Source: an optimization exercise on an open RTL-to-GDS flow (aim: small area and few clock cycles). Production flows keep margins and buffers that such runs may drop. At most, simulation tests tie the RTL to the original design; equivalence was not proved.

==> trial 85: inputs <==
## conv_top
module conv_top (
	input  logic                  clk,
	input  logic                  rst,
	input  logic                  coef_valid,
	output logic                  coef_ready,
	input  logic [16-1:0]  coef_data,
	input  logic                  pix_valid,
	output logic                  pix_ready,
	input  logic [8-1:0]      pix_data,
	output logic                  out_valid,
	input  logic                  out_ready,
	output logic [2-1:0][20-1:0]     out_data,
	output logic [$clog2(8)-1:0]        out_row,
	output logic [$clog2(8)-1:0]        out_col,
	output logic                  frame_done
);
==> module conv_top, before the edit <==
module conv_top (
	input  logic                  clk,
	input  logic                  rst,
	input  logic                  coef_valid,
	output logic                  coef_ready,
	input  logic [16-1:0]  coef_data,
	input  logic                  pix_valid,
	output logic                  pix_ready,
	input  logic [8-1:0]      pix_data,
	output logic                  out_valid,
	input  logic                  out_ready,
	output logic [2-1:0][20-1:0]     out_data,
	output logic [$clog2(8)-1:0]        out_row,
	output logic [$clog2(8)-1:0]        out_col,
	output logic                  frame_done
);
	localparam int NW = 2 * 9;
	localparam int NS = 2 * 8 + 2;
	logic [4:0] coef_cnt;
	logic coef_loaded;
	logic coef_acc;
	logic [NW-1:0][8-1:0] wq;
	logic [2-1:0][16-1:0] bq;
	assign coef_loaded = (coef_cnt == 5'd20);
	assign coef_ready = !coef_loaded;
	assign coef_acc = coef_valid && coef_ready;
	always_ff @(posedge clk or posedge rst)
	begin
		if (rst)
			coef_cnt <= '0;
		else if (coef_acc)
			coef_cnt <= coef_cnt + 1'b1;
	end
	logic [7:0][8:0] pq;
	logic pair_acc;
	assign pair_acc = coef_acc && (coef_cnt == 5'd1 || coef_cnt == 5'd3 || coef_cnt == 5'd5
		|| coef_cnt == 5'd7 || coef_cnt == 5'd10 || coef_cnt == 5'd12 || coef_cnt == 5'd14
		|| coef_cnt == 5'd16);
	logic [8:0] pair_sum;
	logic [8:0] pair_cy;
	always_comb
	begin
		logic pa, pb;
		for (int i = 0; i < 9; i++)
		begin
			pa = coef_data[(i < 8) ? i : 7];
			pb = bq[1][(i < 8) ? i : 7];
			if (i == 0)
			begin
				pair_sum[i] = pa ^ pb;
				pair_cy[i] = pa & pb;
			end
			else
			begin
				pair_sum[i] = pa ^ pb ^ pair_cy[i-1];
				pair_cy[i] = (pa & pb) | ((pa ^ pb) & pair_cy[i-1]);
			end
		end
	end
	always_ff @(posedge clk)
	begin
		if (pair_acc)
		begin
			pq[7] <= pair_sum;
			for (int i = 0; i < 7; i++)
				pq[i] <= pq[i+1];
		end
	end
	always_ff @(posedge clk)
	begin
		if (coef_acc)
		begin
			bq[1] <= coef_data;
			bq[0] <= bq[1];
			wq[NW-1] <= bq[0][8-1:0];
			for (int i = 0; i < NW - 1; i++)
				wq[i] <= wq[i+1];
		end
	end
	logic [NS-1:0][8-1:0] s;
	logic pix_acc;
	logic [2:0] qr, qc;
	logic [2:0] qr_n, qc_n;
	logic win_n;
	assign pix_ready = coef_loaded && (!out_valid || out_ready);
	assign pix_acc = pix_valid && pix_ready;
	always_ff @(posedge clk)
	begin
		if (pix_acc)
		begin
			s[0] <= pix_data;
			for (int i = 1; i < NS; i++)
				s[i] <= s[i-1];
		end
	end
	assign qc_n = qc + 1'b1;
	assign qr_n = (qc == 3'd5) ? qr + 1'b1 : qr;
	assign win_n = !(qc_n[2] && qc_n[1]) && !(qr_n[2] && qr_n[1]);
	always_ff @(posedge clk or posedge rst)
	begin
		if (rst)
		begin
			qr <= 3'd5;
			qc <= 3'd5;
			out_valid <= 1'b0;
		end
		else if (pix_acc)
		begin
			qr <= qr_n;
			qc <= qc_n;
			out_valid <= win_n;
		end
		else if (out_ready)
		begin
			out_valid <= 1'b0;
		end
	end
	assign out_row = qr;
	assign out_col = qc;
	assign frame_done = out_valid && out_ready && (qr == 3'd5) && (qc == 3'd5);
	logic [2-1:0][20-1:0] sum_a, sum_b, sum_aq, sum_bq;
	for (genvar c = 0; c < 2; c++)
	begin : g_ch
		conv_sum9 u_sum9 (
			.x0(s[17]), .w0(wq[c*9+0]),
			.x1(s[16]), .w1(wq[c*9+1]),
			.x2(s[15]), .w2(wq[c*9+2]),
			.x3(s[9]),  .w3(wq[c*9+3]),
			.x4(s[8]),  .w4(wq[c*9+4]),
			.x5(s[7]),  .w5(wq[c*9+5]),
			.x6(s[1]),  .w6(wq[c*9+6]),
			.x7(s[0]),  .w7(wq[c*9+7]),
			.x8(pix_data), .w8(wq[c*9+8]),
			.p0(pq[c*4+0]), .p1(pq[c*4+1]), .p2(pq[c*4+2]), .p3(pq[c*4+3]),
			.b(bq[c]),
			.ya(sum_a[c]),
			.yb(sum_b[c])
		);
	end
	always_ff @(posedge clk)
	begin
		if (pix_acc)
		begin
			sum_aq <= sum_a;
			sum_bq <= sum_b;
		end
	end
	for (genvar c = 0; c < 2; c++)
	begin : g_out
		conv_add20 u_add (
			.a(sum_aq[c]),
			.b(sum_bq[c]),
			.y(out_data[c])
		);
	end
endmodule
==> module conv_add20, before the edit <==
module conv_add20 (
	input  wire [19:0] a,
	input  wire [19:0] b,
	output wire [19:0] y
);
	wire ls0 = a[0] ^ b[0];
	wire lc0 = a[0] & b[0];
	wire lx1 = a[1] ^ b[1];
	wire ls1 = lx1 ^ lc0;
	wire lc1 = (a[1] & b[1]) | (lx1 & lc0);
	wire lx2 = a[2] ^ b[2];
	wire ls2 = lx2 ^ lc1;
	wire lc2 = (a[2] & b[2]) | (lx2 & lc1);
	wire lx3 = a[3] ^ b[3];
	wire ls3 = lx3 ^ lc2;
	wire lc3 = (a[3] & b[3]) | (lx3 & lc2);
	wire lx4 = a[4] ^ b[4];
	wire ls4 = lx4 ^ lc3;
	wire lc4 = (a[4] & b[4]) | (lx4 & lc3);
	wire lx5 = a[5] ^ b[5];
	wire ls5 = lx5 ^ lc4;
	wire lc5 = (a[5] & b[5]) | (lx5 & lc4);
	wire lx6 = a[6] ^ b[6];
	wire ls6 = lx6 ^ lc5;
	wire lc6 = (a[6] & b[6]) | (lx6 & lc5);
	wire lx7 = a[7] ^ b[7];
	wire ls7 = lx7 ^ lc6;
	wire lc7 = (a[7] & b[7]) | (lx7 & lc6);
	wire lx8 = a[8] ^ b[8];
	wire ls8 = lx8 ^ lc7;
	wire lc8 = (a[8] & b[8]) | (lx8 & lc7);
	wire lx9 = a[9] ^ b[9];
	wire ls9 = lx9 ^ lc8;
	wire lc9 = (a[9] & b[9]) | (lx9 & lc8);
	wire zx0 = a[10] ^ b[10];
	wire zs0 = zx0 ^ 1'b0;
	wire zc0 = (a[10] & b[10]) | (zx0 & 1'b0);
	wire zx1 = a[11] ^ b[11];
	wire zs1 = zx1 ^ zc0;
	wire zc1 = (a[11] & b[11]) | (zx1 & zc0);
	wire zx2 = a[12] ^ b[12];
	wire zs2 = zx2 ^ zc1;
	wire zc2 = (a[12] & b[12]) | (zx2 & zc1);
	wire zx3 = a[13] ^ b[13];
	wire zs3 = zx3 ^ zc2;
	wire zc3 = (a[13] & b[13]) | (zx3 & zc2);
	wire zx4 = a[14] ^ b[14];
	wire zs4 = zx4 ^ zc3;
	wire zc4 = (a[14] & b[14]) | (zx4 & zc3);
	wire zx5 = a[15] ^ b[15];
	wire zs5 = zx5 ^ zc4;
	wire zc5 = (a[15] & b[15]) | (zx5 & zc4);
	wire zx6 = a[16] ^ b[16];
	wire zs6 = zx6 ^ zc5;
	wire zc6 = (a[16] & b[16]) | (zx6 & zc5);
	wire zx7 = a[17] ^ b[17];
	wire zs7 = zx7 ^ zc6;
	wire zc7 = (a[17] & b[17]) | (zx7 & zc6);
	wire zx8 = a[18] ^ b[18];
	wire zs8 = zx8 ^ zc7;
	wire zc8 = (a[18] & b[18]) | (zx8 & zc7);
	wire zx9 = a[19] ^ b[19];
	wire zs9 = zx9 ^ zc8;
	wire zc9 = (a[19] & b[19]) | (zx9 & zc8);
	wire ox0 = a[10] ^ b[10];
	wire os0 = ox0 ^ 1'b1;
	wire oc0 = (a[10] & b[10]) | (ox0 & 1'b1);
	wire ox1 = a[11] ^ b[11];
	wire os1 = ox1 ^ oc0;
	wire oc1 = (a[11] & b[11]) | (ox1 & oc0);
	wire ox2 = a[12] ^ b[12];
	wire os2 = ox2 ^ oc1;
	wire oc2 = (a[12] & b[12]) | (ox2 & oc1);
	wire ox3 = a[13] ^ b[13];
	wire os3 = ox3 ^ oc2;
	wire oc3 = (a[13] & b[13]) | (ox3 & oc2);
	wire ox4 = a[14] ^ b[14];
	wire os4 = ox4 ^ oc3;
	wire oc4 = (a[14] & b[14]) | (ox4 & oc3);
	wire ox5 = a[15] ^ b[15];
	wire os5 = ox5 ^ oc4;
	wire oc5 = (a[15] & b[15]) | (ox5 & oc4);
	wire ox6 = a[16] ^ b[16];
	wire os6 = ox6 ^ oc5;
	wire oc6 = (a[16] & b[16]) | (ox6 & oc5);
	wire ox7 = a[17] ^ b[17];
	wire os7 = ox7 ^ oc6;
	wire oc7 = (a[17] & b[17]) | (ox7 & oc6);
	wire ox8 = a[18] ^ b[18];
	wire os8 = ox8 ^ oc7;
	wire oc8 = (a[18] & b[18]) | (ox8 & oc7);
	wire ox9 = a[19] ^ b[19];
	wire os9 = ox9 ^ oc8;
	wire oc9 = (a[19] & b[19]) | (ox9 & oc8);
	assign y = {(lc9 ? os9 : zs9), (lc9 ? os8 : zs8), (lc9 ? os7 : zs7), (lc9 ? os6 : zs6), (lc9 ? os5 : zs5), (lc9 ? os4 : zs4), (lc9 ? os3 : zs3), (lc9 ? os2 : zs2), (lc9 ? os1 : zs1), (lc9 ? os0 : zs0), ls9, ls8, ls7, ls6, ls5, ls4, ls3, ls2, ls1, ls0};
endmodule
clock: 7.0 ns
lec_check: 0
abc_area: 1
cap_margin: 20
core_margin: 2
core_utilization: 50
cts_buf_list: sky130_fd_sc_hd__clkbuf_16
cts_cluster_diameter: 110
cts_cluster_size: 25
slew_margin: 20
run.sh (not shown) runs the stock make flow with config.mk's settings and CLKGATE_MAP_FILE= SYNTH_SCRIPT=/design/flow/synth_recipe.tcl, a recipe that flattens the netlist after the stock synthesis.
==> inputs of build 96, as changes to trial 85 <==
--- a/flow/design.v
+++ b/flow/design.v
@@ -1559,30 +1559,9 @@
 		|| coef_cnt == 5'd7 || coef_cnt == 5'd10 || coef_cnt == 5'd12 || coef_cnt == 5'd14
 		|| coef_cnt == 5'd16);
-	logic [8:0] pair_sum;
-	logic [8:0] pair_cy;
-	always_comb
-	begin
-		logic pa, pb;
-		for (int i = 0; i < 9; i++)
-		begin
-			pa = coef_data[(i < 8) ? i : 7];
-			pb = bq[1][(i < 8) ? i : 7];
-			if (i == 0)
-			begin
-				pair_sum[i] = pa ^ pb;
-				pair_cy[i] = pa & pb;
-			end
-			else
-			begin
-				pair_sum[i] = pa ^ pb ^ pair_cy[i-1];
-				pair_cy[i] = (pa & pb) | ((pa ^ pb) & pair_cy[i-1]);
-			end
-		end
-	end
 	always_ff @(posedge clk)
 	begin
 		if (pair_acc)
 		begin
-			pq[7] <= pair_sum;
+			pq[7] <= $signed(coef_data[7:0]) + $signed(bq[1][7:0]);
 			for (int i = 0; i < 7; i++)
 				pq[i] <= pq[i+1];
Settings changed: CTS_BUF_LIST sky130_fd_sc_hd__clkbuf_16 to default, CTS_CLUSTER_DIAMETER 110 to default, CTS_CLUSTER_SIZE 25 to default.
==> inputs of build 84, as changes to trial 85 <==
--- a/flow/design.v
+++ b/flow/design.v
@@ -1422,100 +1422,4 @@
 	assign yb = rb;
 endmodule
-module conv_add20 (
-	input  wire [19:0] a,
-	input  wire [19:0] b,
-	output wire [19:0] y
-);
-	wire ls0 = a[0] ^ b[0];
-	wire lc0 = a[0] & b[0];
-	wire lx1 = a[1] ^ b[1];
-	wire ls1 = lx1 ^ lc0;
-	wire lc1 = (a[1] & b[1]) | (lx1 & lc0);
-	wire lx2 = a[2] ^ b[2];
-	wire ls2 = lx2 ^ lc1;
-	wire lc2 = (a[2] & b[2]) | (lx2 & lc1);
-	wire lx3 = a[3] ^ b[3];
-	wire ls3 = lx3 ^ lc2;
-	wire lc3 = (a[3] & b[3]) | (lx3 & lc2);
-	wire lx4 = a[4] ^ b[4];
-	wire ls4 = lx4 ^ lc3;
-	wire lc4 = (a[4] & b[4]) | (lx4 & lc3);
-	wire lx5 = a[5] ^ b[5];
-	wire ls5 = lx5 ^ lc4;
-	wire lc5 = (a[5] & b[5]) | (lx5 & lc4);
-	wire lx6 = a[6] ^ b[6];
-	wire ls6 = lx6 ^ lc5;
-	wire lc6 = (a[6] & b[6]) | (lx6 & lc5);
-	wire lx7 = a[7] ^ b[7];
-	wire ls7 = lx7 ^ lc6;
-	wire lc7 = (a[7] & b[7]) | (lx7 & lc6);
-	wire lx8 = a[8] ^ b[8];
-	wire ls8 = lx8 ^ lc7;
-	wire lc8 = (a[8] & b[8]) | (lx8 & lc7);
-	wire lx9 = a[9] ^ b[9];
-	wire ls9 = lx9 ^ lc8;
-	wire lc9 = (a[9] & b[9]) | (lx9 & lc8);
-	wire zx0 = a[10] ^ b[10];
-	wire zs0 = zx0 ^ 1'b0;
-	wire zc0 = (a[10] & b[10]) | (zx0 & 1'b0);
-	wire zx1 = a[11] ^ b[11];
-	wire zs1 = zx1 ^ zc0;
-	wire zc1 = (a[11] & b[11]) | (zx1 & zc0);
-	wire zx2 = a[12] ^ b[12];
-	wire zs2 = zx2 ^ zc1;
-	wire zc2 = (a[12] & b[12]) | (zx2 & zc1);
-	wire zx3 = a[13] ^ b[13];
-	wire zs3 = zx3 ^ zc2;
-	wire zc3 = (a[13] & b[13]) | (zx3 & zc2);
-	wire zx4 = a[14] ^ b[14];
-	wire zs4 = zx4 ^ zc3;
-	wire zc4 = (a[14] & b[14]) | (zx4 & zc3);
-	wire zx5 = a[15] ^ b[15];
-	wire zs5 = zx5 ^ zc4;
-	wire zc5 = (a[15] & b[15]) | (zx5 & zc4);
-	wire zx6 = a[16] ^ b[16];
-	wire zs6 = zx6 ^ zc5;
-	wire zc6 = (a[16] & b[16]) | (zx6 & zc5);
-	wire zx7 = a[17] ^ b[17];
-	wire zs7 = zx7 ^ zc6;
-	wire zc7 = (a[17] & b[17]) | (zx7 & zc6);
-	wire zx8 = a[18] ^ b[18];
-	wire zs8 = zx8 ^ zc7;
-	wire zc8 = (a[18] & b[18]) | (zx8 & zc7);
-	wire zx9 = a[19] ^ b[19];
-	wire zs9 = zx9 ^ zc8;
-	wire zc9 = (a[19] & b[19]) | (zx9 & zc8);
-	wire ox0 = a[10] ^ b[10];
-	wire os0 = ox0 ^ 1'b1;
-	wire oc0 = (a[10] & b[10]) | (ox0 & 1'b1);
-	wire ox1 = a[11] ^ b[11];
-	wire os1 = ox1 ^ oc0;
-	wire oc1 = (a[11] & b[11]) | (ox1 & oc0);
-	wire ox2 = a[12] ^ b[12];
-	wire os2 = ox2 ^ oc1;
-	wire oc2 = (a[12] & b[12]) | (ox2 & oc1);
-	wire ox3 = a[13] ^ b[13];
-	wire os3 = ox3 ^ oc2;
-	wire oc3 = (a[13] & b[13]) | (ox3 & oc2);
-	wire ox4 = a[14] ^ b[14];
-	wire os4 = ox4 ^ oc3;
-	wire oc4 = (a[14] & b[14]) | (ox4 & oc3);
-	wire ox5 = a[15] ^ b[15];
-	wire os5 = ox5 ^ oc4;
-	wire oc5 = (a[15] & b[15]) | (ox5 & oc4);
-	wire ox6 = a[16] ^ b[16];
-	wire os6 = ox6 ^ oc5;
-	wire oc6 = (a[16] & b[16]) | (ox6 & oc5);
-	wire ox7 = a[17] ^ b[17];
-	wire os7 = ox7 ^ oc6;
-	wire oc7 = (a[17] & b[17]) | (ox7 & oc6);
-	wire ox8 = a[18] ^ b[18];
-	wire os8 = ox8 ^ oc7;
-	wire oc8 = (a[18] & b[18]) | (ox8 & oc7);
-	wire ox9 = a[19] ^ b[19];
-	wire os9 = ox9 ^ oc8;
-	wire oc9 = (a[19] & b[19]) | (ox9 & oc8);
-	assign y = {(lc9 ? os9 : zs9), (lc9 ? os8 : zs8), (lc9 ? os7 : zs7), (lc9 ? os6 : zs6), (lc9 ? os5 : zs5), (lc9 ? os4 : zs4), (lc9 ? os3 : zs3), (lc9 ? os2 : zs2), (lc9 ? os1 : zs1), (lc9 ? os0 : zs0), ls9, ls8, ls7, ls6, ls5, ls4, ls3, ls2, ls1, ls0};
-endmodule
 `default_nettype wire
 `default_nettype none
@@ -1559,30 +1463,9 @@
 		|| coef_cnt == 5'd7 || coef_cnt == 5'd10 || coef_cnt == 5'd12 || coef_cnt == 5'd14
 		|| coef_cnt == 5'd16);
-	logic [8:0] pair_sum;
-	logic [8:0] pair_cy;
-	always_comb
-	begin
-		logic pa, pb;
-		for (int i = 0; i < 9; i++)
-		begin
-			pa = coef_data[(i < 8) ? i : 7];
-			pb = bq[1][(i < 8) ? i : 7];
-			if (i == 0)
-			begin
-				pair_sum[i] = pa ^ pb;
-				pair_cy[i] = pa & pb;
-			end
-			else
-			begin
-				pair_sum[i] = pa ^ pb ^ pair_cy[i-1];
-				pair_cy[i] = (pa & pb) | ((pa ^ pb) & pair_cy[i-1]);
-			end
-		end
-	end
 	always_ff @(posedge clk)
 	begin
 		if (pair_acc)
 		begin
-			pq[7] <= pair_sum;
+			pq[7] <= $signed(coef_data[7:0]) + $signed(bq[1][7:0]);
 			for (int i = 0; i < 7; i++)
 				pq[i] <= pq[i+1];
@@ -1670,9 +1553,5 @@
 	for (genvar c = 0; c < 2; c++)
 	begin : g_out
-		conv_add20 u_add (
-			.a(sum_aq[c]),
-			.b(sum_bq[c]),
-			.y(out_data[c])
-		);
+		assign out_data[c] = sum_aq[c] + sum_bq[c];
 	end
 endmodule
Settings changed: CTS_BUF_LIST sky130_fd_sc_hd__clkbuf_16 to sky130_fd_sc_hd__clkbuf_4 sky130_fd_sc_hd__clkbuf_8, CTS_CLUSTER_DIAMETER 110 to default, CTS_CLUSTER_SIZE 25 to default.
==> metrics.cfg <==
[drt]
drt-total-wl_um=169000
routedLengthMet1_um=58800

[finish]
buffers=197
layout.nets=4296
n_multi_input_combinational_cell=2220

[global_routing]
met3_usage_pct=12.3

[critical_path]
critPathCaptureType=output port
timing.critical_path.fanout_max=8

[logic_synthesis]
sequential_fraction_of_the_synthesis_area_pct=36.1
synthesis.area_per_instance_um2=11.3

[floorplanning]
n_tap_cell=1050

[run_status]
status=complete, no violations

[end of results for trial 85]
==> metrics.cfg <==
[critical_path]
critPathCaptureType=register
timing.critical_path.fanout_max=4

[finish]
final_design_area_no_fill_mm2=0.0446
n_multi_input_combinational_cell=2434
layout.nets=4567

[run_status]
status=complete, no violations

[min_path]
timing.hold.worst.class=register to register

[global_routing]
global_route.usage.met2_pct=56.1
met3_usage_pct=12.2

[drt]
routedLengthMet1_um=58800

[floorplanning]
n_tap_cell=1060

[logic_synthesis]
synthesis.area_per_instance_um2=10.9

[end of results for build 84]
==> metrics.cfg <==
[run_status]
status=complete, no violations

[drt]
routedLengthMet1_um=59300
highest_metal_layer_used_by_the_detailed_router=met4

[logic_synthesis]
sequential_fraction_of_the_synthesis_area_pct=36.1
synth-adder-area-share_pct=33.8
synthesis.area_per_instance_um2=11.2

[finish]
top_area_cell_class=multi-input combinational cells
n_multi_input_combinational_cell=2243
layout.nets=4357
buffers=204

[floorplanning]
n_tap_cell=1050
floorplan.die.height_um=286

[min_path]
worstHoldPathCells=0

[critical_path]
critPathCaptureType=output port

[global_routing]
met3_usage_pct=13.3

[end of results for build 96]
Testbench counts of trial 85, summed over its fixed seeds: cycles 3,240.
Testbench counts of build 84, summed over its fixed seeds: cycles 3,240.
For build 96, only the layout was checked, not whether the RTL still works.

-- re-timing with driven ports --
The results above use ideal ports. As a check the final layouts listed here were re-extracted and re-timed, cells and wires unchanged. Step 1, drivers: a clkbuf_16 drives clk and a buf_2 each remaining input, both assumed. Step 2 also shifts input and output timing later by t, the mid clock arrival at the registers, as if the neighbouring blocks saw the same clock. Three values: ideal ports, drivers, drivers and shift; two values: the first two.
| run | t (ns) | slack for setup (ns) | worst hold slack (ns) | worst setup path after step 2 | cell pins on the clock port's net |
|---|---|---|---|---|---|
| trial 85 | 0.718 | 0.094 / 0.021 / 0.195 | 0.410 / 0.410 / 0.410 | input to register | 1 |
| build 96 | 0.702 | 0.092 / 0.019 / 0.358 | 0.415 / 0.415 / 0.415 | input to register | 1 |
| build 84 | 0.834 | 0.704 / 0.704 / 0.497 | 0.416 / 0.416 / 0.416 | input to register | 1 |
After both steps setup and hold are still met in every run listed. For build 84, which loses most, drivers alone change the setup slack by 0.000 ns; drivers and shift together by -0.207 ns.
